What follows belongs to an exercise in optimizing a design on an open flow for small area and a short achievable clock period; a production flow would make more cautious choices. At most, simulation tests tie the RTL to the original design; equivalence was not proved. Power is estimated from default activity; no workload was simulated.

==> 03-21: inputs <==
// emac_tx_top
module emac_tx_top (
  input  logic                       tx_clk_i,
  input  logic                       reset_i,
  input  logic                       wr_en_i,
  input  logic                       rd_en_i,
  input  logic [emac_pkg::ADR_W-1:0] adr_i,
  input  emac_pkg::word_t            wr_data_i,
  output emac_pkg::word_t            rd_data_o,
  output logic                       tx_en_o,
  output emac_pkg::byte_t            tx_d_o
);
Settings: LEC_CHECK=0, ABC_CLOCK_PERIOD_IN_PS=2400, CAP_MARGIN=20, CORE_MARGIN=2, CORE_UTILIZATION=40, SETUP_SLACK_MARGIN=2.9, SLEW_MARGIN=20; clock period 5.4 ns.
run.sh (not shown) runs the stock make flow with config.mk's settings and CLKGATE_MAP_FILE= SYNTH_SCRIPT=/design/flow/synth_recipe.tcl, a recipe that flattens the netlist after the stock synthesis.
==> 03-25: changes against 03-21 <==
--- a/flow/design.v
+++ b/flow/design.v
@@ -109,60 +109,51 @@
 `timescale 1ns/1ps
 module emac_tx_buffer (
   input  logic            tx_clk_i,
   input  logic            reset_i,
   input  logic            push_i,
   input  emac_pkg::word_t data_i,
-  input  logic            fetch_d_i,    
-  input  logic            load_i,       
-  input  logic            load_d_i,     
+  input  logic            fetch_i,
+  input  logic            load_i,
   output emac_pkg::word_t cur_o
 );
   localparam int DEPTH = emac_pkg::BUF_DEPTH;
   localparam int W     = emac_pkg::DATA_W;
   logic [DEPTH*W-1:0] ring;
   logic [DEPTH*W-1:0] ring_d;
   emac_pkg::word_t    wd0, wd1, wd2, wd3;
   emac_pkg::word_t    wsel;
   logic [3:0]         v;
   logic [3:0]         v_d;
-  logic [6:0]         z, z_d;
-  logic [6:0]         y, y_d;
+  logic [6:0]         z;
+  logic [6:0]         y;
   logic               wen;
-  logic [15:0]        ins_q;        
-  logic [3:0]         src_q;        
-  logic [3:0]         src_d;
-  logic               cap_q;        
-  logic               cap_d;
-  logic [15:0]        tsel_q;       
-  logic               nv, nv_d;
+  logic               cap;
+  logic               nv;
   emac_pkg::word_t    nxt;
   emac_pkg::word_t    tap;
-  assign wen = |ins_q;
+  assign wen = (|v) && (z[1:0] == 2'd1);
   always_comb begin
     v_d = {v[2:0], push_i};
     if (v[3]) begin
+      wsel = wd3;
       v_d[3] = v[2];
     end else if (v[2]) begin
+      wsel = wd2;
       v_d[3] = v[2] && !wen;
     end else if (v[1]) begin
+      wsel = wd1;
       v_d[2] = v[1] && !wen;
     end else begin
+      wsel = wd0;
       v_d[1] = v[0] && !wen;
     end
-    z_d = wen ? z : z - 7'd1;
-    if (v_d[3])      src_d = 4'b1000;
-    else if (v_d[2]) src_d = 4'b0100;
-    else if (v_d[1]) src_d = 4'b0010;
-    else             src_d = 4'b0001;
   end
   always_comb begin
-    wsel = ({W{src_q[0]}} & wd0) | ({W{src_q[1]}} & wd1) |
-           ({W{src_q[2]}} & wd2) | ({W{src_q[3]}} & wd3);
     for (int p = 0; p < DEPTH; p++) begin
-      if (p % 4 == 0 && ins_q[p / 4]) begin
+      if (p % 4 == 0 && wen && z[5:2] == p / 4) begin
         ring_d[p*W +: W] = wsel;
       end else begin
         ring_d[p*W +: W] = ring[((p + 1) % DEPTH)*W +: W];
       end
     end
   end
@@ -170,46 +161,29 @@
     ring <= ring_d;
     wd0  <= data_i;
     wd1  <= wd0;
     wd2  <= wd1;
     wd3  <= wd2;
   end
-  always_comb begin
-    tap = '0;
-    for (int k = 0; k < DEPTH / 4; k++) begin
-      tap = tap | ({W{tsel_q[k]}} & ring[(4*k)*W +: W]);
-    end
-  end
-  assign y_d   = cap_q ? y : y - 7'd1;
-  assign nv_d  = cap_q || (nv && !load_i);
-  assign cap_d = fetch_d_i && (!nv_d || load_d_i) && (y_d[1:0] == 2'd0) && (y_d != z_d);
+  assign tap = ring[{y[5:2], 2'b00}*W +: W];
+  assign cap = fetch_i && (!nv || load_i) && (y[1:0] == 2'd0) && (y != z);
   always_ff @(posedge tx_clk_i or negedge reset_i) begin
     if (!reset_i) begin
-      v      <= '0;
-      z      <= '0;
-      y      <= '0;
-      nv     <= 1'b0;
-      ins_q  <= '0;
-      src_q  <= 4'b0001;
-      cap_q  <= 1'b0;
-      tsel_q <= '0;
+      v  <= '0;
+      z  <= '0;
+      y  <= '0;
+      nv <= 1'b0;
     end else begin
-      v      <= v_d;
-      z      <= z_d;
-      y      <= y_d;
-      nv     <= nv_d;
-      src_q  <= src_d;
-      cap_q  <= cap_d;
-      for (int k = 0; k < DEPTH / 4; k++) begin
-        ins_q[k]  <= (|v_d) && (z_d[1:0] == 2'd1) && (z_d[5:2] == k);
-        tsel_q[k] <= cap_d && (y_d[5:2] == k);
-      end
+      v  <= v_d;
+      z  <= wen ? z : z - 7'd1;
+      y  <= cap ? y : y - 7'd1;
+      nv <= cap || (nv && !load_i);
     end
   end
   always_ff @(posedge tx_clk_i) begin
-    if (cap_q)  nxt   <= tap;
+    if (cap)    nxt   <= tap;
     if (load_i) cur_o <= nxt;
   end
 endmodule
 `timescale 1ns/1ps
 module emac_crc32 (
   input  logic            tx_clk_i,
@@ -251,15 +225,14 @@
   input  emac_pkg::mac_addr_t            my_mac_i,
   input  emac_pkg::mac_addr_t            dst_mac_i,
   input  emac_pkg::ether_type_t          ether_type_i,
   input  emac_pkg::word_t                cur_i,
   input  logic [emac_pkg::BUF_CNT_W-1:0] buf_count_i,
   output logic                           buf_pop_o,
-  output logic                           fetch_d_o,
+  output logic                           fetch_o,
   output logic                           load_o,
-  output logic                           load_d_o,
   input  emac_pkg::word_t                crc_i,
   input  emac_pkg::word_t                crc_next_i,
   output logic                           crc_clear_o,
   output logic                           crc_en_o,
   output logic                           busy_o,
   output logic                           tx_en_o,
@@ -273,132 +246,106 @@
   logic [3:0]      cnt_q;
   logic [3:0]      cnt_d;
   logic            tx_en_d;
   emac_pkg::byte_t tx_d_d;
   logic            crc_en_d;
   logic [111:0]    hdr;
+  logic [3:0]      hdr_next;
+  logic [3:0]      hdr_sel;
   logic [1:0]      pay_next;
+  logic [1:0]      fcs_next;
   emac_pkg::byte_t hdr_byte;
   emac_pkg::byte_t pay_byte;
   emac_pkg::byte_t fcs_byte;
-  logic            r_hdr, r_pay, r_fcs0, r_fcs;
-  logic [3:0]      r_hsel;
-  logic [1:0]      r_pidx, r_fidx;
-  logic            n_hdr, n_pay, n_fcs0, n_fcs;
-  logic [3:0]      n_hsel;
-  logic [1:0]      n_pidx, n_fidx;
-  logic            pre_byte, sfd_byte;
   assign hdr      = {dst_mac_i, my_mac_i, ether_type_i};
+  assign hdr_next = (state_q == ST_HDR) ? cnt_q + 4'd1 : 4'd0;
+  assign hdr_sel  = 4'd13 - hdr_next;
+  assign hdr_byte = hdr[{hdr_sel, 3'b000} +: 8];
   assign pay_next = (state_q == ST_PAY) ? cnt_q[1:0] + 2'd1 : 2'd0;
-  always_comb begin
-    n_hdr  = (state_d == ST_SFD) || (state_d == ST_HDR && cnt_d != emac_pkg::HDR_LEN - 1);
-    n_hsel = (state_d == ST_HDR) ? 4'd12 - cnt_d : 4'd13;
-    n_pay  = (state_d == ST_HDR && cnt_d == emac_pkg::HDR_LEN - 1) ||
-             (state_d == ST_PAY && !(cnt_d[1:0] == 2'd3 && buf_count_i == 7'd1 &&
-                                     state_q == ST_PAY && cnt_q[1:0] == 2'd2));
-    n_pidx = (state_d == ST_PAY) ? ~(cnt_d[1:0] + 2'd1) : 2'd3;
-    n_fcs0 = (state_q == ST_PAY) && (cnt_q[1:0] == 2'd2) && (buf_count_i == 7'd1);
-    n_fcs  = (state_d == ST_FCS) && (cnt_d[1:0] != 2'd3);
-    n_fidx = cnt_d[1:0] + 2'd1;
-  end
-  assign hdr_byte = hdr[{r_hsel, 3'b000} +: 8];
-  assign pay_byte = cur_i[{r_pidx, 3'b000} +: 8];
-  assign fcs_byte = ~crc_i[{r_fidx, 3'b000} +: 8];
-  assign pre_byte = ((state_q == ST_IDLE) && start_i) ||
-                    ((state_q == ST_PRE) && (cnt_q != emac_pkg::PREAMBLE_LEN - 1));
-  assign sfd_byte = (state_q == ST_PRE) && (cnt_q == emac_pkg::PREAMBLE_LEN - 1);
-  assign tx_d_d = ({8{pre_byte}} & emac_pkg::PREAMBLE_BYTE) |
-                  ({8{sfd_byte}} & emac_pkg::SFD_BYTE) |
-                  ({8{r_hdr}}    & hdr_byte) |
-                  ({8{r_pay}}    & pay_byte) |
-                  ({8{r_fcs0}}   & ~crc_next_i[7:0]) |
-                  ({8{r_fcs}}    & fcs_byte);
+  assign pay_byte = cur_i[{~pay_next, 3'b000} +: 8];
+  assign fcs_next = cnt_q[1:0] + 2'd1;
+  assign fcs_byte = ~crc_i[{fcs_next, 3'b000} +: 8];
   assign busy_o      = (state_q != ST_IDLE) || start_i;
   assign crc_clear_o = (state_q == ST_IDLE) && start_i;
-  assign fetch_d_o   = (state_d == ST_SFD) || (state_d == ST_HDR) || (state_d == ST_PAY);
-  assign load_d_o    = ((state_d == ST_HDR) && (cnt_d == 4'd12)) ||
-                       ((state_d == ST_PAY) && (cnt_d[1:0] == 2'd2));
+  assign fetch_o     = (state_q == ST_SFD) || (state_q == ST_HDR) || (state_q == ST_PAY);
+  assign load_o      = ((state_q == ST_HDR) && (cnt_q == 4'd12)) ||
+                       ((state_q == ST_PAY) && (cnt_q[1:0] == 2'd2));
   assign buf_pop_o   = (state_q == ST_PAY) && (cnt_q[1:0] == 2'd2);
   always_comb begin
     state_d  = state_q;
     cnt_d    = cnt_q;
     tx_en_d  = tx_en_o;
+    tx_d_d   = tx_d_o;
     crc_en_d = 1'b0;
     case (state_q)
       ST_IDLE: begin
         if (start_i) begin
           state_d = ST_PRE;
           cnt_d   = '0;
           tx_en_d = 1'b1;
+          tx_d_d  = emac_pkg::PREAMBLE_BYTE;
         end
       end
       ST_PRE: begin
         if (cnt_q == emac_pkg::PREAMBLE_LEN - 1) begin
           state_d = ST_SFD;
+          tx_d_d  = emac_pkg::SFD_BYTE;
         end else begin
           cnt_d  = cnt_q + 4'd1;
+          tx_d_d = emac_pkg::PREAMBLE_BYTE;
         end
       end
       ST_SFD: begin
         state_d  = ST_HDR;
         cnt_d    = '0;
+        tx_d_d   = hdr_byte;
         crc_en_d = 1'b1;
       end
       ST_HDR: begin
         crc_en_d = 1'b1;
         if (cnt_q == emac_pkg::HDR_LEN - 1) begin
           state_d = ST_PAY;
           cnt_d   = '0;
+          tx_d_d  = pay_byte;
         end else begin
           cnt_d  = cnt_q + 4'd1;
+          tx_d_d = hdr_byte;
         end
       end
       ST_PAY: begin
         if (cnt_q[1:0] == 2'd3 && buf_count_i == '0) begin
           state_d = ST_FCS;
           cnt_d   = '0;
+          tx_d_d  = ~crc_next_i[7:0];
         end else begin
           cnt_d    = {2'b00, pay_next};
+          tx_d_d   = pay_byte;
           crc_en_d = 1'b1;
         end
       end
       ST_FCS: begin
         if (cnt_q[1:0] == 2'd3) begin
           state_d = ST_IDLE;
           tx_en_d = 1'b0;
+          tx_d_d  = '0;
         end else begin
           cnt_d  = cnt_q + 4'd1;
+          tx_d_d = fcs_byte;
         end
       end
       default: state_d = ST_IDLE;
     endcase
   end
   always_ff @(posedge tx_clk_i or negedge reset_i) begin
     if (!reset_i) begin
       state_q  <= ST_IDLE;
       cnt_q    <= '0;
       tx_en_o  <= 1'b0;
       tx_d_o   <= '0;
       crc_en_o <= 1'b0;
-      r_hdr    <= 1'b0;
-      r_pay    <= 1'b0;
-      r_fcs0   <= 1'b0;
-      r_fcs    <= 1'b0;
-      r_hsel   <= '0;
-      r_pidx   <= '0;
-      r_fidx   <= '0;
-      load_o   <= 1'b0;
     end else begin
-      load_o   <= load_d_o;
-      r_hdr    <= n_hdr;
-      r_pay    <= n_pay;
-      r_fcs0   <= n_fcs0;
-      r_fcs    <= n_fcs;
-      r_hsel   <= n_hsel;
-      r_pidx   <= n_pidx;
-      r_fidx   <= n_fidx;
       state_q  <= state_d;
       cnt_q    <= cnt_d;
       tx_en_o  <= tx_en_d;
       tx_d_o   <= tx_d_d;
       crc_en_o <= crc_en_d;
     end
@@ -418,15 +365,14 @@
 );
   logic                           busy;
   logic                           start;
   logic                           buf_push;
   logic                           buf_pop;
   logic [emac_pkg::BUF_CNT_W-1:0] buf_count;
-  logic                           fetch_d;
+  logic                           fetch;
   logic                           load;
-  logic                           load_d;
   emac_pkg::word_t                cur;
   emac_pkg::mac_addr_t            my_mac;
   emac_pkg::mac_addr_t            dst_mac;
   emac_pkg::ether_type_t          ether_type;
   logic                           crc_clear;
   logic                           crc_en;
@@ -451,15 +397,14 @@
   );
   emac_tx_buffer i_buf (
     .tx_clk_i (tx_clk_i),
     .reset_i  (reset_i),
     .push_i   (buf_push),
     .data_i   (wr_data_i),
-    .fetch_d_i (fetch_d),
-    .load_i    (load),
-    .load_d_i  (load_d),
+    .fetch_i  (fetch),
+    .load_i   (load),
     .cur_o    (cur)
   );
   emac_crc32 i_crc (
     .tx_clk_i   (tx_clk_i),
     .reset_i    (reset_i),
     .clear_i    (crc_clear),
@@ -475,15 +420,14 @@
     .my_mac_i     (my_mac),
     .dst_mac_i    (dst_mac),
     .ether_type_i (ether_type),
     .cur_i        (cur),
     .buf_count_i  (buf_count),
     .buf_pop_o    (buf_pop),
-    .fetch_d_o    (fetch_d),
+    .fetch_o      (fetch),
     .load_o       (load),
-    .load_d_o     (load_d),
     .crc_i        (crc),
     .crc_next_i   (crc_next),
     .crc_clear_o  (crc_clear),
     .crc_en_o     (crc_en),
     .busy_o       (busy),
     .tx_en_o      (tx_en_o),
- ABC_CLOCK_PERIOD_IN_PS: 2400 -> default
- SETUP_SLACK_MARGIN: 2.9 -> default
==> comparison table <==
Status: 03-21 complete, no violations; 03-25 complete, no violations
Proportion of power drawn by combinational gates: 03-21 2.6%; 03-25 2.4%
Final cycle utilization of the critical path: 03-21 52.6%; 03-25 75.9%
Total stage count of the critical path: 03-21 10; 03-25 12
Crit Path Class: 03-21 register to register; 03-25 input port to register
Clock distribution area overhead in the final layout: 03-21 9.54%; 03-25 9.55%
Setup crit start: 03-21 i_buf.ins_q[9]; 03-25 adr_i[6]
Tightest slew margin relative to the limit: 03-21 22.1%; 03-25 27.1%
Post-Route Utilization: 03-21 47.8%; 03-25 47.0%
Effective utilization at floorplan: 03-21 40.2%; 03-25 40.3%
Peak Freq: 03-21 0.352 GHz; 03-25 0.244 GHz
Total routing resource utilization after global routing: 03-21 20.1%; 03-25 17.4%
Post-Synth XOR/XNOR Area: 03-21 1.56%; 03-25 1.31%
Wire length on met2: 03-21 80100 microns; 03-25 67100 microns
Net Sw Power: 03-21 7.62 mW; 03-25 7.22 mW
FP Rows: 03-21 151; 03-25 150
For 03-25, only the layout was checked, not whether the RTL still works.

what the ideal ports hide:
Ports are ideal in the flow. The routed layouts listed here were re-timed in OpenROAD.
Step 1, drivers: a clkbuf_16 drives tx_clk_i and a buf_2 each remaining input, both assumed.
Step 2 moves the port delays by t, midway between the first and last clock arrival at a register: inputs arrive t later, outputs are due t later. That takes back most of the time a late clock gives input paths.
Slacks: no drivers / after step 1 / after step 2; pairs: no drivers / after step 1.
run	shift t [ns]	slack for setup (ns)	worst slew at a driven data input, ns
03-21	0.897	2.562 / 2.562 / 2.034	0.05
03-25	0.907	1.302 / 1.364 / 0.456	0.06
After both steps every run listed still meets setup and hold. For 03-25, which loses most, drivers alone change the setup slack by +0.062 ns; drivers and shift together by -0.846 ns.
